This design comes from an exercise in tuning for small area on the open sky130 flow, not from production work. The RTL was checked by simulation tests, not by an equivalence proof against the original design. Power figures rest on the tool's default switching activity, not on a simulated workload.

--- flow/flow/run.sh ---
#!/bin/bash
# Standard ORFS layout with smaller port buffers and a clock tree without dummy loads.
set -euo pipefail
cd "$(dirname "$0")/.."
export BUFFER_PORTS_ARGS="-buffer_cell sky130_fd_sc_hd__buf_1"
export CTS_ARGS="-sink_clustering_enable -repair_clock_nets -dont_use_dummy_load -buf_list sky130_fd_sc_hd__clkbuf_8 -sink_clustering_size 16 -sink_clustering_max_diameter 80"
bash standard.sh > standard_flow.log 2>&1
--- flow/standard.sh ---
#!/bin/bash
# synth_recipe.tcl (not shown) runs the flow's synth.tcl, then flattens the netlist and writes it again
# the make line also repeats each setting of config.mk as NAME=value (left out here)
make -C /OpenROAD-flow-scripts/flow DESIGN_CONFIG=/design/flow/config.mk WORK_HOME=/design/flow/orfs CLKGATE_MAP_FILE= SYNTH_SCRIPT=/design/flow/synth_recipe.tcl "${@:-finish}"
--- flow/config.mk ---
export PLATFORM = sky130hd
export DESIGN_NAME = lidar_scan_top
export DESIGN_NICKNAME = lidar_scan_top
export VERILOG_FILES = /design/flow/design.v
export SDC_FILE = /design/flow/constraint.sdc
export NUM_CORES = 4
export LEC_CHECK = 0
export CAP_MARGIN = 20
export CORE_MARGIN = 2
export CORE_UTILIZATION = 40
export SLEW_MARGIN = 20
--- flow/constraint.sdc ---
create_clock -name core_clock -period 8.0 [get_ports {clk}]
set_input_delay 1.6000 -clock core_clock [delete_from_list [all_inputs] [get_ports {clk}]]
set_output_delay 1.6000 -clock core_clock [all_outputs]
set_load 0.01 [all_outputs]
--- flow/design.v ---
package lidar_pkg;
    localparam logic [7:0] HEADER_FIRST  = 8'h55;
    localparam logic [7:0] HEADER_SECOND = 8'hAA;
    localparam logic [3:0] ST_HUNT1 = 4'd0;
    localparam logic [3:0] ST_HUNT2 = 4'd1;
    localparam logic [3:0] ST_COUNT = 4'd2;
    localparam logic [3:0] ST_S_LO  = 4'd3;
    localparam logic [3:0] ST_S_HI  = 4'd4;
    localparam logic [3:0] ST_E_LO  = 4'd5;
    localparam logic [3:0] ST_E_HI  = 4'd6;
    localparam logic [3:0] ST_D_LO  = 4'd7;
    localparam logic [3:0] ST_D_HI  = 4'd8;
endpackage
`timescale 1ns/1ns
module lidar_scan_top (
    input  logic        clk,
    input  logic        TxD_reset,
    input  logic [7:0]  data,
    input  logic        take_data,
    output logic [15:0] min_angle,
    output logic [15:0] max_angle,
    output logic [15:0] obs_alert,
    output logic        result_valid
);
    logic [3:0]  state;
    logic [7:0]  low_byte;
    logic [7:0]  count;        
    logic [7:0]  idx;          
    logic [15:0] start_angle;
    logic [15:0] span;
    logic        take;
    logic [15:0] word;
    logic [15:0] span_nx;
    logic [7:0]  idx_inc;
    logic        last;
    logic        at_count, at_s_hi, at_e_hi, at_d_hi;
    logic        count_ok;
    assign take     = take_data & ~TxD_reset;
    assign word     = {data, low_byte};
    rc_inc #(8) u_idx_inc (.a(idx), .ci(1'b1), .s(idx_inc), .co());
    assign last     = (idx_inc == count);
    assign at_count = (state == lidar_pkg::ST_COUNT);
    assign at_s_hi  = (state == lidar_pkg::ST_S_HI);
    assign at_e_hi  = (state == lidar_pkg::ST_E_HI);
    assign at_d_hi  = (state == lidar_pkg::ST_D_HI);
    assign count_ok = (data[7:1] != 7'd0);
    rc_add #(16) u_span (.a(word), .b(~start_angle), .ci(1'b1), .s(span_nx), .co());
    always_ff @(posedge clk) begin
        if (TxD_reset) begin
            state <= lidar_pkg::ST_HUNT1;
        end else if (take_data) begin
            case (state)
                lidar_pkg::ST_HUNT1:
                    if (data == lidar_pkg::HEADER_FIRST) state <= lidar_pkg::ST_HUNT2;
                lidar_pkg::ST_HUNT2:
                    if (data == lidar_pkg::HEADER_SECOND) state <= lidar_pkg::ST_COUNT;
                    else if (data != lidar_pkg::HEADER_FIRST) state <= lidar_pkg::ST_HUNT1;
                lidar_pkg::ST_COUNT:
                    state <= count_ok ? lidar_pkg::ST_S_LO : lidar_pkg::ST_HUNT1;
                lidar_pkg::ST_D_HI:
                    state <= last ? lidar_pkg::ST_HUNT1 : lidar_pkg::ST_D_LO;
                default:
                    state <= state + 4'd1;
            endcase
        end
    end
    always_ff @(posedge clk) begin
        if (take_data) begin
            low_byte <= data;
            if (at_count) count <= data;
            if (at_s_hi) start_angle <= word;
            if (at_e_hi) span <= span_nx;
            if (at_d_hi) idx <= idx_inc;
            else if (state != lidar_pkg::ST_D_LO) idx <= 8'd0;
        end
    end
    logic [15:0] min_dist, max_dist;
    logic [7:0]  min_idx, max_idx;
    logic [7:0]  min_idx_nx, max_idx_nx;
    logic        nonzero, first, upd_min, upd_max, sample;
    assign sample     = take & at_d_hi;
    assign nonzero    = (word != 16'd0);
    assign first      = (idx == 8'd0);
    logic        ge_min, le_max;
    rc_carry #(16) u_cmp_min (.a(word), .b(~min_dist), .ci(1'b1), .co(ge_min));
    rc_carry #(16) u_cmp_max (.a(max_dist), .b(~word), .ci(1'b1), .co(le_max));
    assign upd_min    = first | (nonzero & ~ge_min);
    assign upd_max    = first | (nonzero & ~le_max);
    assign min_idx_nx = upd_min ? idx : min_idx;
    assign max_idx_nx = upd_max ? idx : max_idx;
    always_ff @(posedge clk) begin
        if (sample) begin
            if (upd_min) begin
                min_dist <= word | {16{~nonzero}};
                min_idx  <= idx;
            end
            if (upd_max) begin
                max_dist <= word;
                max_idx  <= idx;
            end
        end
    end
    logic [1:0] pend;
    always_ff @(posedge clk) begin
        if (TxD_reset) begin
            pend      <= 2'b00;
            obs_alert <= 16'd0;
        end else begin
            if (pend == 2'b01) obs_alert <= 16'd0;
            else if (pend[1]) obs_alert <= {pend[0], obs_alert[15:1]};
            pend <= 2'b00;
            if (take & at_count & count_ok) pend <= 2'b01;
            else if (sample & nonzero & (idx[7:4] == 4'd0))
                pend <= {1'b1, (word[15:7] == 9'd0)};
        end
    end
    logic [47:0] w;
    logic [7:0]  divisor;
    logic [15:0] base;
    logic        busy;
    logic [5:0]  step;
    logic [5:0]  step_inc;
    logic        done_pkt;
    logic        m_mul, m_div, m_add;      
    logic        bit_a, bit_b;             
    logic        nxt_a, nxt_b;
    logic [16:0] lo_a;                     
    logic [7:0]  inc_a;                    
    logic [8:0]  dif_a;                    
    logic        fits;
    logic [16:0] lo_b;                     
    logic [6:0]  inc_b;
    logic        b16, cy16;
    assign done_pkt = sample & last;
    rc_inc #(6) u_step_inc (.a(step), .ci(1'b1), .s(step_inc), .co());
    assign nxt_a = done_pkt ? max_idx_nx[6] : (step_inc[5:3] == 3'd0) & max_idx[~step_inc[2:0]];
    assign nxt_b = done_pkt ? min_idx_nx[6] : (step_inc[5:3] == 3'd0) & min_idx[~step_inc[2:0]];
    rc_add #(16) u_lo_a (.a({w[38:24], 1'b0}), .b(bit_a ? span : 16'd0), .ci(1'b0),
                         .s(lo_a[15:0]), .co(lo_a[16]));
    rc_inc #(8) u_inc_a (.a(w[46:39]), .ci(1'b1), .s(inc_a), .co());
    rc_add #(8) u_dif_a (.a(w[46:39]), .b(~divisor), .ci(1'b1), .s(dif_a[7:0]), .co(dif_a[8]));
    assign fits  = m_div & (w[47] | dif_a[8]);
    rc_add #(16) u_lo_b (.a({w[14:0], 1'b0}),
                         .b((bit_b ? span : 16'd0) | (m_add ? {base[14:0], 1'b0} : 16'd0)),
                         .ci(1'b0), .s(lo_b[15:0]), .co(lo_b[16]));
    rc_inc #(7) u_inc_b (.a(w[22:16]), .ci(1'b1), .s(inc_b), .co());
    assign b16  = w[15] ^ (m_add & base[15]) ^ lo_b[16];
    assign cy16 = ~m_add & w[15] & lo_b[16];
    always_ff @(posedge clk) begin
        w[47:41] <= fits ? dif_a[7:1] : lo_a[16] ? inc_a[7:1] : w[46:40];
        w[23:17] <= cy16 ? inc_b : w[22:16];
        bit_a    <= nxt_a;
        bit_b    <= nxt_b;
        m_mul    <= done_pkt | (step_inc[5:3] == 3'd0);
        m_div    <= ~done_pkt & ((step_inc[5:3] == 3'd1) | (step_inc[5:3] == 3'd2) |
                                 (step_inc[5:3] == 3'd4) | (step_inc[5:3] == 3'd5));
        m_add    <= ~done_pkt & ((step_inc == 6'd24) | (step_inc == 6'd48));
        if (done_pkt) begin
            w[40]    <= 1'b0;
            w[39:24] <= max_idx_nx[7] ? span : 16'd0;
            w[16]    <= 1'b0;
            w[15:0]  <= min_idx_nx[7] ? span : 16'd0;
            divisor  <= idx;
            base     <= start_angle;
            step     <= 6'd1;
        end else begin
            w[40]    <= fits ? dif_a[0] : lo_a[16] ? inc_a[0] : w[39];
            w[39:24] <= {lo_a[15:1], lo_a[0] | (~m_mul & w[23])};
            w[16]    <= b16;
            w[15:0]  <= {lo_b[15:1], lo_b[0] | fits};
            step     <= step_inc;
        end
    end
    always_ff @(posedge clk) begin
        if (TxD_reset) begin
            busy         <= 1'b0;
            result_valid <= 1'b0;
        end else begin
            result_valid <= busy & (step == 6'd48);
            if (done_pkt) busy <= 1'b1;
            else if (step == 6'd48) busy <= 1'b0;
        end
    end
    assign max_angle = w[40:25];
    assign min_angle = w[16:1];
endmodule
module rc_add #(parameter int W = 8) (
    input  logic [W-1:0] a,
    input  logic [W-1:0] b,
    input  logic         ci,
    output logic [W-1:0] s,
    output logic         co
);
    logic [W:0] c;
    assign c[0] = ci;
    for (genvar i = 0; i < W; i++) begin : g_bit
        assign s[i]   = a[i] ^ b[i] ^ c[i];
        assign c[i+1] = (a[i] & b[i]) | (c[i] & (a[i] ^ b[i]));
    end
    assign co = c[W];
endmodule
module rc_carry #(parameter int W = 8) (
    input  logic [W-1:0] a,
    input  logic [W-1:0] b,
    input  logic         ci,
    output logic         co
);
    logic [W:0] c;
    assign c[0] = ci;
    for (genvar i = 0; i < W; i++) begin : g_bit
        assign c[i+1] = (a[i] & b[i]) | (c[i] & (a[i] | b[i]));
    end
    assign co = c[W];
endmodule
module rc_inc #(parameter int W = 8) (
    input  logic [W-1:0] a,
    input  logic         ci,
    output logic [W-1:0] s,
    output logic         co
);
    logic [W:0] c;
    assign c[0] = ci;
    for (genvar i = 0; i < W; i++) begin : g_bit
        assign s[i]   = a[i] ^ c[i];
        assign c[i+1] = a[i] & c[i];
    end
    assign co = c[W];
endmodule
==> results of run 1 <==
==> cell type report <==
type / count / area (µm²) / share of cell area [%]
multi-input cells: 429 / 3829 / 36.26
flip-flops and latches: 211 / 5505 / 52.14
inverters: 79 / 296.5 / 2.808
well taps: 324 / 405.4 / 3.839
clock buffers: 17 / 234.0 / 2.216
repair buffers: 68 / 289.0 / 2.737
==> cells by family (layout without fill, tap and decap cells) <==
kind of cell | count (synthesis) | after routing | share of synthesized area, %
mux | 35 | 35 | 4.172
fa+ha+maj | 88 | 88 | 14.55
flops | 211 | 211 | 55.29
xor+xnor | 20 | 20 | 1.759
simple gates | 180 | 180 | 9.462
buf+inv | 135 | 164 | 6.434
compound gates | 106 | 106 | 8.332
==> critical path: cells and delay by family, from the launching register on <==
| family | cells | cell delay [ns] |
|---|---|---|
| buffers and inverters | 1 | 0.07 |
| DFF | 1 | 0.42 |
| adders and majority gates | 15 | 6.64 |
| xor gates and xnor gates | 2 | 0.26 |
==> state kept, by name, indices dropped and copies added (netlist names), 6 cells and up <==
signal,flops
base,16
count,8
divisor,8
idx,8
low_byte,8
max_dist,16
max_idx,8
min_dist,16
min_idx,8
obs_alert,16
span,16
start_angle,16
step,6
w,48
==> cell usage after synthesis (9+ instances only) <==
cell type / number
xor2_1: 9
nand2b_1: 9
a31o_2: 9
and2_1: 25
a21oi_1: 10
edfxtp_1: 128
o21ai_0: 11
buf_4: 33
ha_1: 31
nor2b_1: 10
a22o_1: 15
a22oi_1: 16
a31o_1: 9
clkbuf_1: 20
nand2_1: 28
mux2i_1: 19
xnor2_1: 11
fa_1: 49
or2_2: 16
inv_1: 78
nor2_1: 54
mux2_2: 12
dfxtp_1: 83
==> how the worst max path moves through the flow <==
stage                startpoint  endpoint  cells past startpoint
detailed placement  low_byte[0]  span[15]                     18
global route        low_byte[0]  span[15]                     18
CTS                 low_byte[0]  span[15]                     18
global placement    low_byte[0]  span[15]                     18
finish              low_byte[0]  span[15]                     18
floorplan           low_byte[0]  span[15]                     18
==> power groups by stage <==
stage	logic [mW]	clock network (mW)	registers [mW]
4_1_cts	0.707	0.543	1.42
3_3_place_gp	0.684	0	1.44
2_1_floorplan	0.650	0	1.41
3_5_place_dp	0.706	0	1.45
6_report	0.693	0.517	1.42
5_1_grt	0.818	0.580	1.44
==> routing by layer <==
metal | up-vias | wire (µm)
met5 | - | 0
li1 | 2720 | -
met1 | 2764 | 9189
met2 | 100 | 8432
met4 | 0 | 306
met3 | 19 | 735
==> stage by stage <==
stage	util [%]	hold slack, ns	std cells	cell area, µm²
2_1_floorplan	-	0.4095	775	9957
3_3_place_gp	42.23	0.4283	1109	10300
3_5_place_dp	42.23	0.4241	1109	10300
4_1_cts	43.19	0.4420	1126	10540
5_1_grt	43.29	0.4707	1128	10560
6_report	43.29	0.4368	1128	10560
==> qor.yml, run 1 <==
run_status:
  status: "timing/DRC/antenna clean"
yosys:
  syn_inst: 775
  yosys_warnings: 1
  synth_ff_type: "edfxtp_1"
  synth_seq_cells: 211
  synth_area_per_cell_um2: 12.85
  syn_nets: 866
  synth_top_cell_by_area: "edfxtp_1"
  async_reset_ff_share_pct: 0
  synth_edf_count: 128
  synth_top_area_share_pct: 38.60
  synth_area_leaders: "edfxtp_1, dfxtp_1, fa_1, ha_1, inv_1"
  syn_area_um2: 9957
  synth_cell_types: 63
  synth-seq-area-share_pct: 55.29
timing:
  min_period_ns: 7.641
  setup_tns_ns: 0
  grt_setup_unrepaired: "false"
  maxSlewHeadroom_pct: 33.97
  drv_slew: 0
  fmax_ghz: 0.1309
  post-route-period-util_pct: 95.51
  skew_ns: 0.07081
  worst_pin_slew_ns: 0.9838
  fin_ws_ns: 0.3591
  setup_viol: 0
  finalHoldViolations: 0
clocking:
  ctsHoldBuffers: 0
  cts_setup_buffers: 0
  clock-sinks: 211
  cts_made_buffers: 17
  clock_path_buffers: 3
  cts_tree: "built"
  clk_latency_ns: 0.51
  htreeDepth: 1
  post_cts_resized: 0
  clk_pin_slew_ns: 0.09
  cts-root-buf: "clkbuf_8"
cells_and_area:
  fillers: 2309
  final_cell_mix: "edfxtp_1, dfxtp_1, inv_1"
  nNetsFinal: 897
  layout-drive-gt1-share_pct: 9.950
  layout_commonest_cell: "edfxtp_1"
  area_growth_pct: 6.044
  diodes: 0
grt:
  grt_start_max_net_pins: 65
  met2_usage_pct: 22.86
  grt_use_met1_pct: 21.76
  gr-usage-all-layers_pct: 14.64
  grt.busiest_layer: "met2"
  met3_usage_pct: 2.222
  grt_pass1_vias: 5719
  grt.overflow.total: 0
  grt_pass1_wl_um: 30680
  antenna_found_initial: 0
drt:
  drt_pass1_iterations: 5
  vias: 5603
  routedWlPerCell_um: 16.55
  drt-initial-drc-count: 322
  drt_wl_total_um: 18660
  drcViolationCount: 0
  via_per_inst: 4.967
  antenna_left: 0
placement:
  io_buffer_count: 59
  routabilityCongestion: 0.7788
  place_ws_ns: 0.2589
  dp_hpwl_um: 13600
floorplanning:
  die_w_um: 161.8
  coreArea_um2: 24390
  die_height_um: 161.8
  die-area_um2: 26170
  ios: 60
  start_util_pct: 40.82
  rows: 57
worst_setup_path:
  end_kind: "flip-flop"
  path_cells: "inv_1, ha_1, fa_1, fa_1, fa_1, fa_1, fa_1, fa_1, fa_1, fa_1, fa_1, fa_1, fa_1, fa_1, fa_1, fa_1, xnor2_1, xnor2_1"
  cp.arrival_ns: 7.89
  r2r_end: "span[15]"
  crit_path_frequent_cell: "fa_1"
  critPathMaxFanout: 5
  critPathSlowestCell: "fa_1"
  ff2ff_path_depth: 18
  critPathKind: "flip-flop to flip-flop"
  required_ns: 8.25
  rrSetupSlack_ns: 0.36
  critPathLaunchType: "flip-flop"
  rr_startpoint: "low_byte[0]"
  critPathMaxStageDelay_ns: 0.47
power:
  ir_drop_mv: 0.1270
  p_int_mw: 1.841
  cellLeakagePower_nw: 3.918
  p_clk_share_pct: 19.7
  switchingPower_mw: 0.7854
  finalPower_mw: 2.627
  switching_share_pct: 29.90
  pwr-share-seq_pct: 53.9
  pwr-share-comb_pct: 26.4
  power_density_nw_per_um2: 248.8
min_path:
  whs_endpoint: "w[23]"
  hold_class: "flip-flop to flip-flop"
  min_path_cells: 1
  holdCritStartpoint: "w[22]"
flow_run:
  drv_cap: 0
==> run 2, diff against run 1 <==
==> flow/flow/run.sh (replaced) <==
#!/bin/bash
set -euo pipefail
cd "$(dirname "$0")/.."
WORK=$PWD
export AREA_ABC_SCRIPT=$WORK/flow/area.abc
export BUFFER_PORTS_ARGS="-buffer_cell sky130_fd_sc_hd__buf_1"
export CTS_ARGS="-sink_clustering_enable -repair_clock_nets -dont_use_dummy_load -buf_list sky130_fd_sc_hd__clkbuf_8 -sink_clustering_size 16 -sink_clustering_max_diameter 80"
sed "s#$WORK/synth_recipe.tcl#$WORK/flow/synth_area.tcl#g" standard.sh > area_standard.sh
grep -q "flow/synth_area.tcl" area_standard.sh
bash area_standard.sh > standard_flow.log 2>&1
==> flow/flow/area.abc (new file) <==
strash
&get -n
&deepsyn -T 20
&put
dch -f
map -a
topo
==> flow/flow/synth_area.tcl (new file) <==
proc synth {args} { yosys synth -nofsm -noshare {*}$args }
proc abc {args} {
  set i [lsearch -exact $args -script]
  if {$i >= 0} { set args [lreplace $args [expr {$i + 1}] [expr {$i + 1}] $::env(AREA_ABC_SCRIPT)] }
  yosys abc {*}$args
}
source $::env(SCRIPTS_DIR)/synth.tcl
# left out here: clear keep_hierarchy, flatten, clean up, hide names made inside functions, write 1_2_yosys.v
==> qor.yml, run 2 <==
run_status:
  status: "timing/DRC/antenna clean"  # unchanged
cells_and_area:
  layout-drive-gt1-share_pct: 4.773  # was 9.950%
  final_cell_mix: "clkinv_1, edfxtp_1, dfxtp_1"  # was edfxtp_1, dfxtp_1, inv_1
  fillers: 2237  # was 2,309
  layout_commonest_cell: "clkinv_1"  # was edfxtp_1
  diodes: 0  # unchanged
  final_cell_area_um2: 10180  # was 10,560 µm²
  largest_reg_flops: 48  # unchanged
  final_util_pct: 43.52  # was 43.29%
  largest-register: "w"  # unchanged
  multiInputGateArea_um2: 3239  # was 3829 µm²
  seq_area_um2: 5505  # unchanged
  area_growth_pct: 7.388  # was 6.044%
  nNetsFinal: 952  # was 897
min_path:
  holdCritStartpoint: "w[22]"  # unchanged
  hold_class: "flip-flop to flip-flop"  # unchanged
  min_path_cells: 1  # unchanged
  whs_endpoint: "w[23]"  # unchanged
yosys:
  synth_top_family_by_area: "adder cells"  # unchanged
  yosys.area_share.simple_pct: 7.889  # was 9.462%
  async_reset_ff_share_pct: 0  # unchanged
  synthMuxAreaShare_pct: 0.5937  # was 4.172%
  synth_cell_types: 32  # was 63
  synth_area_per_cell_um2: 11.78  # was 12.85 µm²
  syn_nets: 896  # was 866
  synth_area_leaders: "edfxtp_1, dfxtp_1, fa_1, clkinv_1, ha_1"  # was edfxtp_1, dfxtp_1, fa_1, ha_1, inv_1
  synth_common_cells: "clkinv_1, edfxtp_1, dfxtp_1"  # was edfxtp_1, dfxtp_1, inv_1
  synth-compound-area-share_pct: 9.921  # was 8.331%
  synth_top_cell_by_area: "edfxtp_1"  # unchanged
  synth_ff_type: "edfxtp_1"  # unchanged
  synth_fa_ha_area_share_pct: 14.43  # was 14.55%
  synth_seq_cells: 211  # unchanged
  syn_area_um2: 9484  # was 9957 µm²
  syn_inst: 805  # was 775
  synth_xor_area_share_pct: 1.201  # was 1.759%
  synth_edf_count: 128  # unchanged
  yosys_warnings: 1  # unchanged
  synth_most_common_cell: "clkinv_1"  # was edfxtp_1
  synth_top_area_share_pct: 40.53  # was 38.60%
  synth-seq-area-share_pct: 58.05  # was 55.29%
timing:
  maxSlewHeadroom_pct: 35.36  # was 33.97%
  fmax_ghz: 0.1314  # was 0.1309 GHz
  min_period_ns: 7.612  # was 7.641 ns
  skew_ns: 0.03853  # was 0.07081 ns
  whs_ns: 0.4335  # was 0.4368 ns
  worst_pin_slew_ns: 0.9622  # was 0.9838 ns
  finalHoldViolations: 0  # unchanged
  setup_viol: 0  # unchanged
  grt_setup_unrepaired: "false"  # unchanged
  drv_slew: 0  # unchanged
  post-route-period-util_pct: 95.16  # was 95.51%
  setup_tns_ns: 0  # unchanged
floorplanning:
  start_util_pct: 40.53  # was 40.82%
  die-area_um2: 24960  # was 26,170 µm²
  ios: 60  # unchanged
  rows: 56  # was 57
  die_w_um: 158.0  # was 161.8 µm
  die_height_um: 158.0  # was 161.8 µm
  coreArea_um2: 23400  # was 24,390 µm²
grt:
  grt_pass1_vias: 5603  # was 5,719
  grt_pass1_wl_um: 28910  # was 30,680 µm
  gr-usage-all-layers_pct: 14.83  # was 14.64%
  grt.overflow.total: 0  # unchanged
  antenna_found_initial: 0  # unchanged
  grt_start_max_net_pins: 29  # was 65
worst_setup_path:
  end_kind: "flip-flop"  # unchanged
  critPathLaunchType: "flip-flop"  # unchanged
  critPathMaxFanout: 5  # unchanged
  critPathKind: "flip-flop to flip-flop"  # unchanged
  cp.arrival_ns: 7.88  # was 7.89 ns
  ff2ff_path_depth: 18  # unchanged
  required_ns: 8.27  # was 8.25 ns
  r2r_end: "span[15]"  # unchanged
  rr_startpoint: "low_byte[0]"  # unchanged
  rrSetupSlack_ns: 0.39  # was 0.36 ns
clocking:
  cts_tree: "built"  # unchanged
  cts-root-buf: "clkbuf_8"  # unchanged
  clock-sinks: 211  # unchanged
  clock_path_buffers: 3  # unchanged
  cts_made_buffers: 17  # unchanged
  htreeDepth: 1  # unchanged
  clk_latency_ns: 0.51  # about the same
  clk_pin_slew_ns: 0.10  # was 0.09 ns
power:
  switchingPower_mw: 0.8759  # was 0.7854 mW
  ir_drop_mv: 0.1379  # was 0.1270 mV
  finalPower_mw: 2.735  # was 2.627 mW
  cellLeakagePower_nw: 3.517  # was 3.918 nW
  p_clk_share_pct: 18.7  # was 19.7%
  p_int_mw: 1.859  # was 1.841 mW
  power_density_nw_per_um2: 268.6  # was 248.8 nW/µm²
  pwr-share-comb_pct: 28.9  # was 26.4%
  pwr-share-seq_pct: 52.4  # was 53.9%
  switching_share_pct: 32.02  # was 29.90%
drt:
  met1_length_um: 8730  # was 9189 µm
  vias: 5690  # was 5,603
  drcViolationCount: 0  # unchanged
  via_per_inst: 4.830  # was 4.967
  top_layer: "met4"  # unchanged
  antenna_left: 0  # unchanged
  drt_pass1_iterations: 4  # was 5
  drt_wl_total_um: 17790  # was 18,660 µm
  drt-initial-drc-count: 333  # was 322
  wl_met3_um: 827  # was 735 µm
  wl_met2_um: 7854  # was 8432 µm
  routedWlPerCell_um: 15.10  # was 16.55 µm
flow_run:
  drv_cap: 0  # unchanged
placement:
  dpl-instance-area_um2: 9951  # was 10,300 µm²
  routabilityCongestion: 0.7901  # was 0.7788
  dp_hpwl_um: 13440  # was 13,600 µm
  io_buffer_count: 59  # unchanged
==> run 2: through the flow <==
| stage | cells | worst slack [ns] |
|---|---|---|
| final | 1178 | 0.3876 |
| after CTS | 1178 | 0.1899 |
| after global placement | 1161 | 0.2515 |
| after floorplan | 805 | 0.4232 |
| after detailed placement | 1161 | 0.2039 |
| after global routing | 1178 | 0.1063 |
==> run 2: area by class of cell <==
type / count / share of cell area, %
sequential: 211 / 54.05
tap: 319 / 3.919
multi-input combinational: 426 / 31.81
timing repair buffer: 69 / 2.912
inverter: 136 / 5.012
clock buffer: 17 / 2.297
==> run 2: cell families after synthesis <==
logic type / Yosys count
AND/OR/NAND/NOR: 180
flip-flops: 211
XOR/XNOR: 13
multiplexers: 5
adder cells (fa/ha/maj): 80
AO/OA/AOI/OAI: 148
buffers and inverters: 168
==> run 2: metal layers <==
| layer | vias to the layer above | global-route usage, % |
|---|---|---|
| met5 | - | 0 |
| met4 | 0 | 4.118 |
| met3 | 28 | 2.272 |
| met2 | 100 | 23.31 |
| met1 | 2705 | 21.46 |
| li1 | 2857 | - |
==> run 2: timing repair <==
action | in CTS | in global routing
hold buffers | 0 | 0
endpoints found under the setup margin | 0 | 1
resized for setup | 0 | 1
endpoints found under the hold margin | 0 | 0
setup buffers | 0 | 0
==> run 2: critical path: stages, from the launching register on <==
cell and delay [ns]:
edfxtp_1 0.38, inv_2 0.08, ha_1 0.22, fa_1 0.45, fa_1 0.46, fa_1 0.46
fa_1 0.46, fa_1 0.47, fa_1 0.46, fa_1 0.46, fa_1 0.47, fa_1 0.46
fa_1 0.46, fa_1 0.46, fa_1 0.46, fa_1 0.46, fa_1 0.44, xnor2_1 0.14
xor2_1 0.14
==> run 2: worst max-delay path by stage <==
stage                startpoint  endpoint  slack [ns]  cells after the start
floorplan                 bit_b     w[18]        0.42                     22
global placement    low_byte[0]  span[15]        0.25                     18
detailed placement  low_byte[0]  span[15]        0.20                     18
CTS                 low_byte[0]  span[15]        0.19                     18
global route            span[1]     w[22]        0.11                     23
finish              low_byte[0]  span[15]        0.39                     18
==> run 2: power groups by stage <==
stage	sequential (mW)	combinational [mW]	clock (mW)
after floorplan	1.44	0.695	0
after global placement	1.46	0.784	0
after detailed placement	1.46	0.804	0
after CTS	1.44	0.807	0.536
after global routing	1.46	0.934	0.570
final	1.43	0.790	0.512
==> run 3, diff against run 2 <==
--- a/flow/design.v
+++ b/flow/design.v
@@ -138,5 +138,5 @@
     rc_add #(16) u_lo_a (.a({w[38:24], 1'b0}), .b(bit_a ? span : 16'd0), .ci(1'b0),
                          .s(lo_a[15:0]), .co(lo_a[16]));
-    rc_inc #(8) u_inc_a (.a(w[46:39]), .ci(1'b1), .s(inc_a), .co());
+    rc_inc #(8) u_inc_a (.a(w[46:39]), .ci(lo_a[16]), .s(inc_a), .co());
     rc_add #(8) u_dif_a (.a(w[46:39]), .b(~divisor), .ci(1'b1), .s(dif_a[7:0]), .co(dif_a[8]));
     assign fits  = m_div & (w[47] | dif_a[8]);
@@ -144,10 +144,10 @@
                          .b((bit_b ? span : 16'd0) | (m_add ? {base[14:0], 1'b0} : 16'd0)),
                          .ci(1'b0), .s(lo_b[15:0]), .co(lo_b[16]));
-    rc_inc #(7) u_inc_b (.a(w[22:16]), .ci(1'b1), .s(inc_b), .co());
+    rc_inc #(7) u_inc_b (.a(w[22:16]), .ci(cy16), .s(inc_b), .co());
     assign b16  = w[15] ^ (m_add & base[15]) ^ lo_b[16];
     assign cy16 = ~m_add & w[15] & lo_b[16];
     always_ff @(posedge clk) begin
-        w[47:41] <= fits ? dif_a[7:1] : lo_a[16] ? inc_a[7:1] : w[46:40];
-        w[23:17] <= cy16 ? inc_b : w[22:16];
+        w[47:41] <= fits ? dif_a[7:1] : inc_a[7:1];
+        w[23:17] <= inc_b;
         bit_a    <= nxt_a;
         bit_b    <= nxt_b;
@@ -165,5 +165,5 @@
             step     <= 6'd1;
         end else begin
-            w[40]    <= fits ? dif_a[0] : lo_a[16] ? inc_a[0] : w[39];
+            w[40]    <= fits ? dif_a[0] : inc_a[0];
             w[39:24] <= {lo_a[15:1], lo_a[0] | (~m_mul & w[23])};
             w[16]    <= b16;
@@ -175,11 +175,10 @@
         if (TxD_reset) begin
             busy         <= 1'b0;
-            result_valid <= 1'b0;
         end else begin
-            result_valid <= busy & (step == 6'd48);
             if (done_pkt) busy <= 1'b1;
-            else if (step == 6'd48) busy <= 1'b0;
-        end
-    end
+            else if (step == 6'd49) busy <= 1'b0;
+        end
+    end
+    assign result_valid = busy & (step == 6'd49);
     assign max_angle = w[40:25];
     assign min_angle = w[16:1];
--- a/flow/config.mk
+++ b/flow/config.mk
@@ -9,3 +9,4 @@
 export CORE_MARGIN = 2
 export CORE_UTILIZATION = 40
+export GPL_TIMING_DRIVEN = 0
 export SLEW_MARGIN = 20
==> qor.yml, run 3 <==
yosys:
  yosys.area_share.simple_pct: 7.695  # was 7.889%
  synth_area_per_cell_um2: 11.87  # was 11.78 µm²
  synth_cell_types: 32  # unchanged
  synth_top_area_share_pct: 41.19  # was 40.53%
  synth_edf_count: 128  # unchanged
  synth_common_cells: "clkinv_1, edfxtp_1, dfxtp_1"  # unchanged
  synth_xor_area_share_pct: 0.9385  # was 1.201%
  syn_nets: 879  # was 896
  synth_fa_ha_area_share_pct: 14.93  # was 14.43%
  synth_most_common_cell: "clkinv_1"  # unchanged
  async_reset_ff_share_pct: 0  # unchanged
  yosys_warnings: 1  # unchanged
  synth_ff_type: "edfxtp_1"  # unchanged
  syn_area_um2: 9333  # was 9484 µm²
  synth_top_cell_by_area: "edfxtp_1"  # unchanged
  synthMuxAreaShare_pct: 0.1073  # was 0.5937%
  synth_area_leaders: "edfxtp_1, dfxtp_1, fa_1, clkinv_1, ha_1"  # unchanged
  synth-seq-area-share_pct: 58.77  # was 58.05%
  syn_inst: 786  # was 805
  synth-compound-area-share_pct: 9.666  # was 9.921%
  synth_top_family_by_area: "adder cells"  # unchanged
  synth_seq_cells: 210  # was 211
worst_setup_path:
  critPathKind: "flip-flop to flip-flop"  # unchanged
  cp.arrival_ns: 7.93  # was 7.88 ns
  critPathMaxFanout: 5  # unchanged
  crit_path_frequent_cell: "fa_1"  # unchanged
  path_cells: "inv_2, ha_1, fa_1, fa_1, fa_1, fa_1, fa_1, fa_1, fa_1, fa_1, fa_1, fa_1, fa_1, fa_1, fa_1, fa_1, xnor2_1, xor2_1"  # unchanged
  critPathMaxStageDelay_ns: 0.48  # was 0.47 ns
  critPathLaunchType: "flip-flop"  # unchanged
  cp_num_buf_inv: 1  # unchanged
  end_kind: "flip-flop"  # unchanged
  rrSetupSlack_ns: 0.36  # was 0.39 ns
  r2r_end: "span[15]"  # unchanged
  critPathSlowestCell: "fa_1"  # unchanged
  rr_startpoint: "low_byte[0]"  # unchanged
  ff2ff_path_depth: 18  # unchanged
  required_ns: 8.28  # was 8.27 ns
  critical_path.top_delay_family: "adder cells"  # unchanged
cells_and_area:
  area_growth_pct: 10.20  # was 7.388%
  multiInputGateArea_um2: 3142  # was 3239 µm²
  final_util_pct: 45.15  # was 43.52%
  seq_area_um2: 5494  # was 5505 µm²
  final_cell_area_um2: 10280  # was 10,180 µm²
  largest_reg_flops: 48  # unchanged
  layout-drive-gt1-share_pct: 8.083  # was 4.773%
  nNetsFinal: 961  # was 952
  largest-register: "w"  # unchanged
  layout_commonest_cell: "clkinv_1"  # unchanged
  diodes: 0  # unchanged
  final_cell_mix: "clkinv_1, edfxtp_1, dfxtp_1"  # unchanged
  fillers: 2130  # was 2,237
drt:
  drt_pass1_iterations: 5  # was 4
  drt_wl_total_um: 16830  # was 17,790 µm
  drcViolationCount: 0  # unchanged
  antenna_left: 0  # unchanged
  via_per_inst: 4.734  # was 4.830
  routedWlPerCell_um: 14.28  # was 15.10 µm
  vias: 5581  # was 5,690
  drt-initial-drc-count: 219  # was 333
min_path:
  holdCritStartpoint: "start_angle[0]"  # was w[22]
  hold_class: "flip-flop to flip-flop"  # unchanged
  whs_endpoint: "base[0]"  # was w[23]
  min_path_cells: 0  # was 1
timing:
  skew_ns: 0.07437  # was 0.03853 ns
  finalHoldViolations: 0  # unchanged
  setup_viol: 0  # unchanged
  worst_pin_slew_ns: 0.9344  # was 0.9622 ns
  post-route-period-util_pct: 95.55  # was 95.16%
  grt_setup_unrepaired: "false"  # unchanged
  drv_slew: 0  # unchanged
  fmax_ghz: 0.1308  # was 0.1314 GHz
  min_period_ns: 7.644  # was 7.612 ns
  maxSlewHeadroom_pct: 37.42  # was 35.36%
  whs_ns: 0.4290  # was 0.4335 ns
power:
  switchingPower_mw: 0.9863  # was 0.8759 mW
  finalPower_mw: 3.005  # was 2.735 mW
  switching_share_pct: 32.82  # was 32.02%
  cellLeakagePower_nw: 3.640  # was 3.517 nW
  power_density_nw_per_um2: 292.2  # was 268.6 nW/µm²
  pwr-share-comb_pct: 32.7  # was 28.9%
  p_int_mw: 2.019  # was 1.859 mW
  p_clk_share_pct: 17.2  # was 18.7%
  ir_drop_mv: 0.1126  # was 0.1379 mV
  pwr-share-seq_pct: 50.1  # was 52.4%
clocking:
  clk_pin_slew_ns: 0.11  # was 0.10 ns
  cts_setup_buffers: 0  # unchanged
  cts-root-buf: "clkbuf_8"  # unchanged
  post_cts_resized: 2  # was 0
  ctsHoldBuffers: 0  # unchanged
  htreeDepth: 1  # unchanged
  clock_path_buffers: 3  # unchanged
  clk_latency_ns: 0.52  # was 0.51 ns
  clock-sinks: 210  # was 211
  cts_tree: "built"  # unchanged
  cts_made_buffers: 17  # unchanged
grt:
  grt_pass1_vias: 5478  # was 5,603
  grt.overflow.total: 0  # unchanged
  gr-usage-all-layers_pct: 14.21  # was 14.83%
  grt_start_max_net_pins: 30  # was 29
  antenna_found_initial: 0  # unchanged
  grt_pass1_wl_um: 27870  # was 28,910 µm
floorplanning:
  rows: 55  # was 56
  coreArea_um2: 22780  # was 23,400 µm²
  die_w_um: 156.7  # was 158.0 µm
  die-area_um2: 24570  # was 24,960 µm²
  start_util_pct: 40.97  # was 40.53%
  ios: 60  # unchanged
  die_height_um: 156.7  # was 158.0 µm
flow_run:
  drv_cap: 0  # unchanged
placement:
  routabilityCongestion: 0.8091  # was 0.7901
  dp_hpwl_um: 12740  # was 13,440 µm
  io_buffer_count: 59  # unchanged
  dpl-instance-area_um2: 10030  # was 9951 µm²
run_status:
  status: "timing/DRC/antenna clean"  # unchanged
[run 3: area by class of cell]
cell class                 instances  area share (%)
buffer                            32           2.336
clock buffer                      17           2.275
inverter                         132           4.903
multi-input combinational        412           30.55
sequential                       210           53.42
tap                              313           3.808
timing repair buffer              63           2.713
[run 3: cell families after synthesis]
| kind of cell | count (synthesis) |
|---|---|
| xor+xnor | 10 |
| compound gates | 144 |
| simple gates | 175 |
| flops | 210 |
| mux | 1 |
| fa+ha+maj | 82 |
| buf+inv | 164 |
[run 3: worst register-to-register path: stages, from the launching register on]
cell and delay [ns]:
edfxtp_1 0.41, inv_2 0.09, ha_1 0.22, fa_1 0.45, fa_1 0.47, fa_1 0.48
fa_1 0.46, fa_1 0.46, fa_1 0.46, fa_1 0.46, fa_1 0.47, fa_1 0.46
fa_1 0.47, fa_1 0.47, fa_1 0.46, fa_1 0.46, fa_1 0.44, xnor2_1 0.14
xor2_1 0.14
[run 3: how the worst max path moves through the flow]
| stage | start | to | slack (ns) | depth (start not counted) |
|---|---|---|---|---|
| 2_1_floorplan | low_byte[0] | span[15] | 0.46 | 18 |
| 3_3_place_gp | take_data | m_div | -0.87 | 8 |
| 3_5_place_dp | bit_a | w[46] | -0.007 | 30 |
| 4_1_cts | bit_a | w[46] | 0.007 | 30 |
| 5_1_grt | bit_a | w[46] | 0.05 | 30 |
| 6_report | low_byte[0] | span[15] | 0.36 | 18 |
[run 3: power by group through the flow]
stage	Combinational [mW]	Sequential (mW)	Clock (mW)
final	0.983	1.51	0.517
after global routing	1.15	1.53	0.575
after CTS	0.999	1.50	0.536
after detailed placement	0.996	1.53	0
after global placement	0.957	1.53	0
after floorplan	0.775	1.48	0
[run 3: layer usage]
layer / vias to the layer above / track usage (%) / wire length [µm]
met3: 25 / 2.409 / 802
met2: 123 / 22.06 / 7309
li1: 2832 / - / -
met4: 0 / 3.713 / 319
met5: - / 0 / 0
met1: 2601 / 20.72 / 8403
[run 3: through the flow]
stage | setup slack, ns | cells | setup TNS [ns]
6_report | 0.3557 | 1179 | 0
3_5_place_dp | -0.006579 | 1162 | -0.01154
2_1_floorplan | 0.4584 | 786 | 0
5_1_grt | 0.04903 | 1179 | 0
3_3_place_gp | -0.8713 | 1158 | -19.04
4_1_cts | 0.007038 | 1179 | 0
==> run 4, diff against run 3 <==
--- a/flow/config.mk
+++ b/flow/config.mk
@@ -9,4 +9,3 @@
 export CORE_MARGIN = 2
 export CORE_UTILIZATION = 40
-export GPL_TIMING_DRIVEN = 0
 export SLEW_MARGIN = 20
==> qor.yml, run 4 <==
floorplanning:
  rows: 55  # unchanged
  die_height_um: 156.7  # unchanged
  start_util_pct: 40.97  # unchanged
  die-area_um2: 24570  # unchanged
  die_w_um: 156.7  # unchanged
  coreArea_um2: 22780  # unchanged
  ios: 60  # unchanged
worst_setup_path:
  required_ns: 8.26  # was 8.28 ns
  critPathMaxStageDelay_ns: 0.47  # was 0.48 ns
  critPathSlowestCell: "fa_1"  # unchanged
  path_cells: "inv_2, ha_1, fa_1, fa_1, fa_1, fa_1, fa_1, fa_1, fa_1, fa_1, fa_1, fa_1, fa_1, fa_1, fa_1, fa_1, xnor2_1, xor2_1"  # unchanged
  cp.arrival_ns: 7.89  # was 7.93 ns
  crit_path_frequent_cell: "fa_1"  # unchanged
  rrSetupSlack_ns: 0.37  # was 0.36 ns
  critPathMaxFanout: 5  # unchanged
  critPathKind: "flip-flop to flip-flop"  # unchanged
  critPathLaunchType: "flip-flop"  # unchanged
  end_kind: "flip-flop"  # unchanged
  critical_path.top_delay_family: "adder cells"  # unchanged
  cp_num_buf_inv: 1  # unchanged
yosys:
  synth_cell_types: 32  # unchanged
  async_reset_ff_share_pct: 0  # unchanged
  synth_top_area_share_pct: 41.19  # unchanged
  synth_edf_count: 128  # unchanged
  synth_common_cells: "clkinv_1, edfxtp_1, dfxtp_1"  # unchanged
  synth-seq-area-share_pct: 58.77  # unchanged
  yosys_warnings: 1  # unchanged
  synth_area_per_cell_um2: 11.87  # unchanged
  synth_seq_cells: 210  # unchanged
  synth_ff_type: "edfxtp_1"  # unchanged
  syn_nets: 879  # unchanged
  synth_top_cell_by_area: "edfxtp_1"  # unchanged
  synth_most_common_cell: "clkinv_1"  # unchanged
  syn_inst: 786  # unchanged
  synth_area_leaders: "edfxtp_1, dfxtp_1, fa_1, clkinv_1, ha_1"  # unchanged
  syn_area_um2: 9333  # unchanged
clocking:
  cts_setup_buffers: 0  # unchanged
  cts_made_buffers: 17  # unchanged
  clk_latency_ns: 0.49  # was 0.52 ns
  clk_pin_slew_ns: 0.10  # was 0.11 ns
  cts_tree: "built"  # unchanged
  cts-root-buf: "clkbuf_8"  # unchanged
  clock_path_buffers: 3  # unchanged
  htreeDepth: 1  # unchanged
  clock-sinks: 210  # unchanged
grt:
  grt.overflow.total: 0  # unchanged
  grt_pass1_vias: 5495  # was 5,478
  grt.busiest_layer: "met2"  # unchanged
  grt_pass1_wl_um: 28380  # was 27,870 µm
  grt_use_met1_pct: 21.39  # was 20.72%
  grt_start_max_net_pins: 53  # was 30
  gr-usage-all-layers_pct: 14.54  # was 14.21%
  met3_usage_pct: 2.465  # was 2.409%
  antenna_found_initial: 0  # unchanged
  met2_usage_pct: 22.51  # was 22.06%
timing:
  worst_pin_slew_ns: 0.9634  # was 0.9344 ns
  maxSlewHeadroom_pct: 35.47  # was 37.42%
  setup_tns_ns: 0  # unchanged
  grt_setup_unrepaired: "false"  # unchanged
  setup_viol: 0  # unchanged
  skew_ns: 0.05625  # was 0.07437 ns
  fmax_ghz: 0.1310  # was 0.1308 GHz
  whs_ns: 0.4099  # was 0.4290 ns
  min_period_ns: 7.633  # was 7.644 ns
  post-route-period-util_pct: 95.42  # was 95.55%
  drv_slew: 0  # unchanged
  finalHoldViolations: 0  # unchanged
  fin_ws_ns: 0.3666  # was 0.3557 ns
drt:
  drt_pass1_iterations: 5  # unchanged
  drt-initial-drc-count: 389  # was 219
  vias: 5595  # was 5,581
  drt_wl_total_um: 17120  # was 16,830 µm
  drcViolationCount: 0  # unchanged
  routedWlPerCell_um: 14.86  # was 14.28 µm
  via_per_inst: 4.857  # was 4.734
  antenna_left: 0  # unchanged
placement:
  place_ws_ns: 0.1680  # was -0.006579 ns
  dp_cells: 1135  # was 1,162
  io_buffer_count: 59  # unchanged
  dp_hpwl_um: 13020  # was 12,740 µm
  routabilityCongestion: 0.8086  # was 0.8091
  dpl-instance-area_um2: 9787  # was 10,030 µm²
power:
  cellLeakagePower_nw: 3.504  # was 3.640 nW
  finalPower_mw: 2.880  # was 3.005 mW
  ir_drop_mv: 0.1140  # was 0.1126 mV
  power_density_nw_per_um2: 287.2  # was 292.2 nW/µm²
cells_and_area:
  largest_reg_flops: 48  # unchanged
  final_cell_mix: "clkinv_1, edfxtp_1, dfxtp_1"  # unchanged
  final_cell_area_um2: 10030  # was 10,280 µm²
  layout_commonest_cell: "clkinv_1"  # unchanged
  layout-drive-gt1-share_pct: 3.933  # was 8.083%
  diodes: 0  # unchanged
  nNetsFinal: 934  # was 961
  final_util_pct: 44.03  # was 45.15%
  area_growth_pct: 7.454  # was 10.20%
  largest-register: "w"  # unchanged
  instances_no_fill: 1152  # was 1,179
flow_run:
  drv_cap: 0  # unchanged
min_path:
  hold_class: "flip-flop to flip-flop"  # unchanged
run_status:
  status: "timing/DRC/antenna clean"  # unchanged
run 4: cell counts after synthesis:
No cell type changed its count.
run 4: cell families (layout without fill, tap and decap cells):
family                     count (synthesis)  after routing  share of synthesized area [%]
and+or+nand+nor                          175            175                          7.696
adders and majority gates                 82             82                          14.94
AOI/OAI and AO/OA                        144            144                          9.666
xor gates and xnor gates                  10             10                         0.9385
muxes                                      1              1                         0.1073
buffers and inverters                    164            217                          7.883
DFF                                      210            210                          58.77
run 4: final timing paths:
path                              startpoint            to  cells past startpoint
worst min-delay path            obs_alert[1]  obs_alert[0]                      2
worst max-delay path             low_byte[0]      span[15]                     18
worst max register to register   low_byte[0]      span[15]                     18
worst min register to register  obs_alert[1]  obs_alert[0]                      2
run 4: layout make-up:
cell class	count	area, µm²
well taps	313	391.6
flip-flops and latches	210	5485
clock buffers	17	234.0
multi-input cells	412	3133
repair buffers	68	289.0
fillers	2115	12750
inverters	132	495.5
run 4: per-layer routing:
metal  routed length (µm)  part of all wire [%]
met1                 8423                    49
met2                 7461                    44
met3                  920                   5.4
met4                  311                   1.8
met5                    0                     0
run 4: worst register-to-register path, stage by stage, from the launching register on:
cell      delay [ns]
edfxtp_1        0.39
inv_2           0.08
ha_1            0.22
fa_1            0.45
fa_1            0.46
fa_1            0.46
fa_1            0.46
fa_1            0.46
fa_1            0.46
fa_1            0.46
fa_1            0.46
fa_1            0.46
fa_1            0.46
fa_1            0.46
fa_1            0.47
fa_1            0.47
fa_1            0.44
xnor2_1         0.15
xor2_1          0.14
run 4: timing repair:
action / CTS / global route
setup endpoints to repair: 0 / 2
resized for setup: 0 / 2
hold buffers: 0 / 0
endpoints found under the hold margin: 0 / 0
run 4: power by group:
part | total (mW) | leakage (nW) | internal, mW | switching (mW)
sequential | 1.48 | 1.85 | 1.36 | 0.126
combinational | 0.883 | 1.53 | 0.374 | 0.509
clock | 0.515 | 0.122 | 0.192 | 0.323
total | 2.88 | 3.50 | 1.92 | 0.959
==> run 5, diff against run 4 <==
--- a/flow/config.mk
+++ b/flow/config.mk
@@ -6,6 +6,6 @@
 export NUM_CORES = 4
 export LEC_CHECK = 0
-export CAP_MARGIN = 20
+export CAP_MARGIN = 0
 export CORE_MARGIN = 2
 export CORE_UTILIZATION = 40
-export SLEW_MARGIN = 20
+export SLEW_MARGIN = 0
==> qor.yml, run 5 <==
cells_and_area:
  instances_no_fill: 1152  # unchanged
  final_cell_area_um2: 10020  # was 10,030 µm²
  largest-register: "w"  # unchanged
  largest_reg_flops: 48  # unchanged
  area_growth_pct: 7.401  # was 7.454%
  layout-drive-gt1-share_pct: 3.933  # unchanged
  nNetsFinal: 934  # unchanged
  final_util_pct: 44.00  # was 44.03%
  diodes: 0  # unchanged
  final_cell_mix: "clkinv_1, edfxtp_1, dfxtp_1"  # unchanged
  layout_commonest_cell: "clkinv_1"  # unchanged
power:
  finalPower_mw: 2.879  # was 2.880 mW
  ir_drop_mv: 0.1124  # was 0.1140 mV
  power_density_nw_per_um2: 287.2  # about the same
  cellLeakagePower_nw: 3.504  # about the same
timing:
  fin_ws_ns: 0.3702  # was 0.3666 ns
  whs_ns: 0.4123  # was 0.4099 ns
  min_period_ns: 7.630  # was 7.633 ns
  finalHoldViolations: 0  # unchanged
  grt_setup_unrepaired: "false"  # unchanged
  setup_viol: 0  # unchanged
  fmax_ghz: 0.1311  # was 0.1310 GHz
  drv_slew: 0  # unchanged
  setup_tns_ns: 0  # unchanged
  post-route-period-util_pct: 95.37  # was 95.42%
  worst_pin_slew_ns: 1.103  # was 0.9634 ns
  skew_ns: 0.05422  # was 0.05625 ns
  maxSlewHeadroom_pct: 26.42  # was 35.47%
drt:
  vias: 5543  # was 5,595
  drt_pass1_iterations: 4  # was 5
  drt-initial-drc-count: 375  # was 389
  wl_met2_um: 7439  # was 7461 µm
  drt_wl_total_um: 17100  # was 17,120 µm
  wl_met3_um: 913  # was 920 µm
  routedWlPerCell_um: 14.84  # was 14.86 µm
  drcViolationCount: 0  # unchanged
  met1_length_um: 8431  # was 8423 µm
  via_per_inst: 4.812  # was 4.857
  top_layer: "met4"  # unchanged
  antenna_left: 0  # unchanged
clocking:
  cts-root-buf: "clkbuf_8"  # unchanged
  post_cts_resized: 0  # unchanged
  cts_setup_buffers: 0  # unchanged
  clock_path_buffers: 3  # unchanged
  cts_tree: "built"  # unchanged
  cts_made_buffers: 17  # unchanged
  clk_pin_slew_ns: 0.10  # about the same
  htreeDepth: 1  # unchanged
  clock-sinks: 210  # unchanged
  ctsHoldBuffers: 0  # unchanged
  clk_latency_ns: 0.49  # about the same
yosys:
  syn_inst: 786  # unchanged
  synth-seq-area-share_pct: 58.77  # unchanged
  syn_nets: 879  # unchanged
  synth_common_cells: "clkinv_1, edfxtp_1, dfxtp_1"  # unchanged
  synth_area_per_cell_um2: 11.87  # unchanged
  synth_cell_types: 32  # unchanged
  synth_edf_count: 128  # unchanged
  synth_top_cell_by_area: "edfxtp_1"  # unchanged
  async_reset_ff_share_pct: 0  # unchanged
  synth_ff_type: "edfxtp_1"  # unchanged
  synth_most_common_cell: "clkinv_1"  # unchanged
  synth_area_leaders: "edfxtp_1, dfxtp_1, fa_1, clkinv_1, ha_1"  # unchanged
  synth_seq_cells: 210  # unchanged
  yosys_warnings: 1  # unchanged
  syn_area_um2: 9333  # unchanged
  synth_top_area_share_pct: 41.19  # unchanged
grt:
  gr-usage-all-layers_pct: 14.54  # unchanged
  grt_start_max_net_pins: 53  # unchanged
  grt.overflow.total: 0  # unchanged
  grt_pass1_wl_um: 28380  # unchanged
  antenna_found_initial: 0  # unchanged
  grt_pass1_vias: 5495  # unchanged
worst_setup_path:
  end_kind: "flip-flop"  # unchanged
  required_ns: 8.26  # about the same
  critPathMaxFanout: 5  # unchanged
  rrSetupSlack_ns: 0.37  # about the same
  critPathKind: "flip-flop to flip-flop"  # unchanged
  critPathLaunchType: "flip-flop"  # unchanged
  cp.arrival_ns: 7.89  # about the same
run_status:
  status: "timing/DRC/antenna clean"  # unchanged
placement:
  routabilityCongestion: 0.8086  # unchanged
  dp_cells: 1135  # unchanged
  dp_hpwl_um: 13020  # unchanged
  dpl-instance-area_um2: 9787  # unchanged
  io_buffer_count: 59  # unchanged
  place_ws_ns: 0.1680  # unchanged
floorplanning:
  coreArea_um2: 22780  # unchanged
  start_util_pct: 40.97  # unchanged
  die-area_um2: 24570  # unchanged
  ios: 60  # unchanged
  die_w_um: 156.7  # unchanged
  rows: 55  # unchanged
  die_height_um: 156.7  # unchanged
min_path:
  hold_class: "flip-flop to flip-flop"  # unchanged
flow_run:
  drv_cap: 0  # unchanged
==> run 5: metal layers <==
metal,vias to the layer above,track usage (%)
li1,2779,-
met1,2626,21.39
met2,119,22.51
met3,19,2.465
met4,0,3.408
met5,-,0
==> run 5: cell type report <==
type	instances	area (µm²)
clock buffers	17	234.0
multi-input cells	412	3128
fillers	2113	12750
inverters	132	495.5
well taps	313	391.6
repair buffers	68	289.0
flip-flops and latches	210	5485
==> run 5: logic make-up after synthesis <==
kind of cell / Yosys count / share of synthesized area (%)
flip-flops: 210 / 58.77
multiplexers: 1 / 0.1073
buffers and inverters: 164 / 7.883
adder cells (fa/ha/maj): 82 / 14.94
XOR/XNOR: 10 / 0.9385
AND/OR/NAND/NOR: 175 / 7.696
AO/OA/AOI/OAI: 144 / 9.666
==> run 5: worst max-delay path, stage by stage (launching register included) <==
cell	delay, ns
edfxtp_1	0.39
inv_2	0.08
ha_1	0.22
fa_1	0.45
fa_1	0.46
fa_1	0.46
fa_1	0.46
fa_1	0.46
fa_1	0.46
fa_1	0.46
fa_1	0.46
fa_1	0.46
fa_1	0.46
fa_1	0.46
fa_1	0.47
fa_1	0.47
fa_1	0.44
xnor2_1	0.15
xor2_1	0.14
==> run 5: worst paths after layout <==
| path | startpoint | endpoint | cells after the start |
|---|---|---|---|
| max | low_byte[0] | span[15] | 18 |
| min | obs_alert[1] | obs_alert[0] | 2 |
| max reg2reg | low_byte[0] | span[15] | 18 |
| min reg2reg | obs_alert[1] | obs_alert[0] | 2 |
==> run 5: power by group <==
group	internal [mW]	switching, mW
Sequential	1.36	0.126
Clock	0.192	0.323
Combinational	0.374	0.508
Total	1.92	0.958
==> run 6, diff against run 5 <==
==> flow/flow/run.sh (replaced) <==
#!/bin/bash
set -euo pipefail
cd "$(dirname "$0")/.."
WORK=$PWD
export AREA_ABC_SCRIPT=$WORK/flow/area.abc
export BUFFER_PORTS_ARGS="-buffer_cell sky130_fd_sc_hd__buf_1"
export CTS_ARGS="-sink_clustering_enable -repair_clock_nets -dont_use_dummy_load -buf_list {sky130_fd_sc_hd__clkbuf_4 sky130_fd_sc_hd__clkbuf_8} -sink_clustering_size 12 -sink_clustering_max_diameter 60"
sed "s#$WORK/synth_recipe.tcl#$WORK/flow/synth_area.tcl#g" standard.sh > area_standard.sh
grep -q "flow/synth_area.tcl" area_standard.sh
bash area_standard.sh > standard_flow.log 2>&1
--- a/flow/config.mk
+++ b/flow/config.mk
@@ -6,6 +6,6 @@
 export NUM_CORES = 4
 export LEC_CHECK = 0
-export CAP_MARGIN = 0
+export CAP_MARGIN = 20
 export CORE_MARGIN = 2
 export CORE_UTILIZATION = 40
-export SLEW_MARGIN = 0
+export SLEW_MARGIN = 20
==> qor.yml, run 6 <==
run_status:
  status: "timing/DRC/antenna clean"  # unchanged
placement:
  place_ws_ns: 0.1680  # unchanged
  dp_hpwl_um: 13020  # unchanged
  routabilityCongestion: 0.8086  # unchanged
  dp_cells: 1135  # unchanged
  io_buffer_count: 59  # unchanged
timing:
  finalHoldViolations: 0  # unchanged
  worst_pin_slew_ns: 1.014  # was 1.103 ns
  grt_setup_unrepaired: "false"  # unchanged
  whs_ns: 0.4268  # was 0.4123 ns
  maxSlewHeadroom_pct: 32.10  # was 26.42%
  fmax_ghz: 0.1305  # was 0.1311 GHz
  post-route-period-util_pct: 95.81  # was 95.37%
  skew_ns: 0.02741  # was 0.05422 ns
  drv_slew: 0  # unchanged
  min_period_ns: 7.665  # was 7.630 ns
  setup_tns_ns: 0  # unchanged
  setup_viol: 0  # unchanged
  fin_ws_ns: 0.3350  # was 0.3702 ns
flow_run:
  drv_cap: 0  # unchanged
drt:
  drt_wl_total_um: 17240  # was 17,100 µm
  drcViolationCount: 0  # unchanged
  via_per_inst: 4.822  # was 4.812
  drt-initial-drc-count: 409  # was 375
  vias: 5579  # was 5,543
  routedWlPerCell_um: 14.90  # was 14.84 µm
  drt_pass1_iterations: 4  # unchanged
  antenna_left: 0  # unchanged
cells_and_area:
  nNetsFinal: 939  # was 934
  final_cell_mix: "clkinv_1, edfxtp_1, dfxtp_1"  # unchanged
  final_util_pct: 44.33  # was 44.00%
  largest-register: "w"  # unchanged
  instances_no_fill: 1157  # was 1,152
  diodes: 0  # unchanged
  area_growth_pct: 8.192  # was 7.401%
  layout_commonest_cell: "clkinv_1"  # unchanged
  largest_reg_flops: 48  # unchanged
  layout-drive-gt1-share_pct: 4.502  # was 3.933%
yosys:
  synth_most_common_cell: "clkinv_1"  # unchanged
  synth_common_cells: "clkinv_1, edfxtp_1, dfxtp_1"  # unchanged
  synth_area_per_cell_um2: 11.87  # unchanged
  synth_ff_type: "edfxtp_1"  # unchanged
  synth_area_leaders: "edfxtp_1, dfxtp_1, fa_1, clkinv_1, ha_1"  # unchanged
  synth_top_area_share_pct: 41.19  # unchanged
  syn_nets: 879  # unchanged
  synth_edf_count: 128  # unchanged
  synth-seq-area-share_pct: 58.77  # unchanged
  synth_top_cell_by_area: "edfxtp_1"  # unchanged
  async_reset_ff_share_pct: 0  # unchanged
  yosys_warnings: 1  # unchanged
  synth_cell_types: 32  # unchanged
  syn_inst: 786  # unchanged
  syn_area_um2: 9333  # unchanged
  synth_seq_cells: 210  # unchanged
clocking:
  cts-root-buf: "clkbuf_8"  # unchanged
  cts_setup_buffers: 0  # unchanged
  cts_tree: "built"  # unchanged
  htreeDepth: 1  # unchanged
  clock_path_buffers: 3  # unchanged
  ctsHoldBuffers: 0  # unchanged
  post_cts_resized: 0  # unchanged
  clk_latency_ns: 0.52  # was 0.49 ns
  clock-sinks: 210  # unchanged
  clk_pin_slew_ns: 0.07  # was 0.10 ns
  cts_made_buffers: 22  # was 17
power:
  p_int_mw: 1.976  # was 1.921 mW
  p_clk_share_pct: 19.6  # was 17.9%
  switchingPower_mw: 0.9678  # was 0.9575 mW
  pwr-share-comb_pct: 30.0  # was 30.6%
  switching_share_pct: 32.87  # was 33.26%
  cellLeakagePower_nw: 3.540  # was 3.504 nW
  ir_drop_mv: 0.09897  # was 0.1124 mV
  pwr-share-seq_pct: 50.4  # was 51.5%
  power_density_nw_per_um2: 291.6  # was 287.2 nW/µm²
worst_setup_path:
  critPathLaunchType: "flip-flop"  # unchanged
  rrSetupSlack_ns: 0.34  # was 0.37 ns
  critPathMaxFanout: 5  # unchanged
  required_ns: 8.24  # was 8.26 ns
  rr_startpoint: "low_byte[0]"  # unchanged
  critPathKind: "flip-flop to flip-flop"  # unchanged
  end_kind: "flip-flop"  # unchanged
  r2r_end: "span[15]"  # unchanged
  cp.arrival_ns: 7.90  # was 7.89 ns
  ff2ff_path_depth: 18  # unchanged
grt:
  antenna_found_initial: 0  # unchanged
  grt.overflow.total: 0  # unchanged
  grt_pass1_vias: 5557  # was 5,495
  grt_pass1_wl_um: 28480  # was 28,380 µm
  gr-usage-all-layers_pct: 14.59  # was 14.54%
  grt_start_max_net_pins: 53  # unchanged
floorplanning:
  ios: 60  # unchanged
  die_height_um: 156.7  # unchanged
  start_util_pct: 40.97  # unchanged
  die_w_um: 156.7  # unchanged
  rows: 55  # unchanged
  die-area_um2: 24570  # unchanged
  coreArea_um2: 22780  # unchanged
min_path:
  holdCritStartpoint: "w[22]"  # was obs_alert[1]
  hold_class: "flip-flop to flip-flop"  # unchanged
  min_path_cells: 1  # was 2
  whs_endpoint: "w[23]"  # was obs_alert[0]
[run 6: metrics by stage]
step | cell area, µm² | power, mW
finish | 10100 | 2.944
global route | 10100 | 3.200
CTS | 10090 | 2.987
detailed placement | 9787 | 2.406
global placement | 9787 | 2.388
floorplan | 9333 | 2.254
[run 6: power groups by stage]
| stage | clock (mW) | sequential (mW) | combinational [mW] |
|---|---|---|---|
| final | 0.577 | 1.48 | 0.884 |
| after global placement | 0 | 1.51 | 0.876 |
| after detailed placement | 0 | 1.51 | 0.896 |
| after floorplan | 0 | 1.48 | 0.775 |
| after CTS | 0.601 | 1.49 | 0.900 |
| after global routing | 0.636 | 1.51 | 1.05 |
[run 6: kinds of logic (layout without fill, tap and decap cells)]
group,count (synthesis),in the layout,share of synthesized area (%)
xor gates and xnor gates,10,10,0.9385
and+or+nand+nor,175,175,7.696
muxes,1,1,0.1073
adders and majority gates,82,82,14.94
AOI/OAI and AO/OA,144,144,9.666
DFF,210,210,58.77
buffers and inverters,164,222,7.883
[run 6: worst max-delay path, cell delays in order (launching register included)]
cell and delay, ns:
edfxtp_1 0.38, inv_2 0.08, ha_1 0.22, fa_1 0.45, fa_1 0.46, fa_1 0.46, fa_1 0.46, fa_1 0.46
fa_1 0.46, fa_1 0.46, fa_1 0.46, fa_1 0.46, fa_1 0.46, fa_1 0.46, fa_1 0.47, fa_1 0.47
fa_1 0.44, xnor2_1 0.15, xor2_1 0.14
[run 6: worst max path at each step]
stage	startpoint	end	slack, ns	depth (start not counted)
4_1_cts	low_byte[0]	span[15]	0.16	18
6_report	low_byte[0]	span[15]	0.34	18
2_1_floorplan	low_byte[0]	span[15]	0.46	18
3_3_place_gp	low_byte[0]	span[15]	0.26	18
5_1_grt	span[1]	w[47]	0.03	30
3_5_place_dp	low_byte[0]	span[15]	0.17	18
[run 6: per-layer routing]
metal,routed length [µm],part of all wire (%),vias to the layer above,GRT usage (%)
li1,-,-,2789,-
met1,8504,49,2645,21.22
met2,7564,44,122,22.74
met3,831,4.8,23,2.437
met4,338,2.0,0,3.757
met5,0,0,-,0
[run 6: final cells by class]
class / count / area, µm²
multi-input combinational: 412 / 3133
fill: 2110 / 12680
timing repair buffer: 68 / 289.0
tap: 313 / 391.6
inverter: 132 / 495.5
sequential: 210 / 5485
clock buffer: 22 / 302.8
==> run 7, diff against run 6 <==
==> flow/flow/run.sh (replaced) <==
#!/bin/bash
set -euo pipefail
cd "$(dirname "$0")/.."
WORK=$PWD
export AREA_ABC_SCRIPT=$WORK/flow/area.abc
export BUFFER_PORTS_ARGS="-buffer_cell sky130_fd_sc_hd__buf_1"
export CTS_ARGS="-sink_clustering_enable -repair_clock_nets -dont_use_dummy_load -buf_list sky130_fd_sc_hd__clkbuf_4 -sink_clustering_size 10 -sink_clustering_max_diameter 60"
sed "s#$WORK/synth_recipe.tcl#$WORK/flow/synth_area.tcl#g" standard.sh > area_standard.sh
grep -q "flow/synth_area.tcl" area_standard.sh
bash area_standard.sh > standard_flow.log 2>&1
==> qor.yml, run 7 <==
run_status:
  status: "timing/DRC/antenna clean"  # unchanged
clocking:
  clk_latency_ns: 0.63  # was 0.52 ns
  cts-root-buf: "clkbuf_4"  # was clkbuf_8
  htreeDepth: 1  # unchanged
  clock-sinks: 210  # unchanged
  clk_pin_slew_ns: 0.11  # was 0.07 ns
  cts_made_buffers: 25  # was 22
worst_setup_path:
  r2r_end: "span[15]"  # unchanged
  cp.arrival_ns: 8.03  # was 7.90 ns
  critPathMaxStageDelay_ns: 0.47  # about the same
  end_kind: "flip-flop"  # unchanged
  crit_path_frequent_cell: "fa_1"  # unchanged
  critPathSlowestCell: "fa_1"  # unchanged
  required_ns: 8.39  # was 8.24 ns
  path_cells: "inv_2, ha_1, fa_1, fa_1, fa_1, fa_1, fa_1, fa_1, fa_1, fa_1, fa_1, fa_1, fa_1, fa_1, fa_1, fa_1, xnor2_1, xor2_1"  # unchanged
  critPathKind: "flip-flop to flip-flop"  # unchanged
  critPathMaxFanout: 5  # unchanged
  critPathLaunchType: "flip-flop"  # unchanged
  rrSetupSlack_ns: 0.36  # was 0.34 ns
  cp_num_buf_inv: 1  # unchanged
  ff2ff_path_depth: 18  # unchanged
  rr_startpoint: "low_byte[0]"  # unchanged
cells_and_area:
  layout-drive-gt1-share_pct: 4.841  # was 4.502%
  largest-register: "w"  # unchanged
  final_util_pct: 43.83  # was 44.33%
  fillers: 2120  # was 2,110
  final_cell_mix: "clkinv_1, edfxtp_1, dfxtp_1"  # unchanged
  area_growth_pct: 6.985  # was 8.192%
  final_cell_area_um2: 9985  # was 10,100 µm²
  layout_commonest_cell: "clkinv_1"  # unchanged
grt:
  gr-usage-all-layers_pct: 14.58  # was 14.59%
  antenna_found_initial: 1  # was 0
  grt_pass1_vias: 5561  # was 5,557
  grt_pass1_wl_um: 28430  # was 28,480 µm
timing:
  drv_slew: 0  # unchanged
  setup_tns_ns: 0  # unchanged
  setup_viol: 0  # unchanged
  fmax_ghz: 0.1309  # was 0.1305 GHz
  fin_ws_ns: 0.3589  # was 0.3350 ns
  worst_pin_slew_ns: 0.9712  # was 1.014 ns
  min_period_ns: 7.641  # was 7.665 ns
yosys:
  synth_area_per_cell_um2: 11.87  # unchanged
  synth_top_area_share_pct: 41.19  # unchanged
  synth-seq-area-share_pct: 58.77  # unchanged
  synth_edf_count: 128  # unchanged
  synth_seq_cells: 210  # unchanged
  syn_inst: 786  # unchanged
  synth_most_common_cell: "clkinv_1"  # unchanged
  synth_ff_type: "edfxtp_1"  # unchanged
  syn_nets: 879  # unchanged
  yosys_warnings: 1  # unchanged
  syn_area_um2: 9333  # unchanged
drt:
  top_layer: "met4"  # unchanged
  drt_wl_total_um: 17230  # was 17,240 µm
  routedWlPerCell_um: 14.84  # was 14.90 µm
  via_per_inst: 4.865  # was 4.822
  wl_met2_um: 7409  # was 7564 µm
  met1_length_um: 8450  # was 8504 µm
  drt-initial-drc-count: 438  # was 409
  drt_pass1_iterations: 5  # was 4
  wl_met3_um: 945  # was 831 µm
  vias: 5648  # was 5,579
power:
  finalPower_mw: 2.831  # was 2.944 mW
  cellLeakagePower_nw: 3.497  # was 3.540 nW
  ir_drop_mv: 0.1069  # was 0.09897 mV
floorplanning:
  start_util_pct: 40.97  # unchanged
  ios: 60  # unchanged
  coreArea_um2: 22780  # unchanged
min_path:
  hold_class: "flip-flop to flip-flop"  # unchanged
placement:
  dp_cells: 1135  # unchanged
  routabilityCongestion: 0.8086  # unchanged
[run 7: cell counts after synthesis]
No cell type changed its count.
[run 7: worst max path at each step]
| stage | startpoint | to | slack, ns | depth (start not counted) |
|---|---|---|---|---|
| 2_1_floorplan | low_byte[0] | span[15] | 0.46 | 18 |
| 3_3_place_gp | low_byte[0] | span[15] | 0.26 | 18 |
| 3_5_place_dp | low_byte[0] | span[15] | 0.17 | 18 |
| 4_1_cts | low_byte[0] | span[15] | 0.18 | 18 |
| 5_1_grt | span[1] | w[47] | 0.04 | 30 |
| 6_report | low_byte[0] | span[15] | 0.36 | 18 |
[run 7: kinds of logic (layout without fill, tap and decap cells)]
group                      count (synthesis)  in the layout  synth area share [%]
adders and majority gates                 82             82                 14.94
xor gates and xnor gates                  10             10                0.9385
DFF                                      210            210                 58.77
muxes                                      1              1                0.1073
AOI/OAI and AO/OA                        144            144                 9.666
and+or+nand+nor                          175            175                 7.696
other                                      0              1                     0
buffers and inverters                    164            225                 7.883
[run 7: cell type report]
class | count | area share [%]
inverter | 132 | 4.962
multi-input combinational | 412 | 31.38
sequential | 210 | 54.94
tap | 313 | 3.922
clock buffer | 25 | 1.880
antenna | 1 | 0.02506
timing repair buffer | 68 | 2.895
[run 7: repair_timing]
action	CTS	global route
resized for setup	0	2
setup buffers	0	0
hold endpoints to repair	0	0
hold buffers	0	0
endpoints found under the setup margin	0	3
[run 7: power by group]
part           switching (mW)  internal [mW]
clock network           0.324          0.144
registers               0.126           1.36
logic                   0.508          0.374
total                   0.958           1.87
[run 7: routing by layer]
metal	vias up	GRT usage, %
met5	-	0
met4	0	3.976
met3	30	2.742
met2	143	22.24
met1	2670	21.33
li1	2805	-

Check on run 7: ideal ports give 0.359 ns setup slack; a clkbuf_16 on the clock port and buf_2 on the inputs give 0.359 ns; moving port delays by the midpoint clock arrival (0.651 ns) as well gives 0.359 ns.
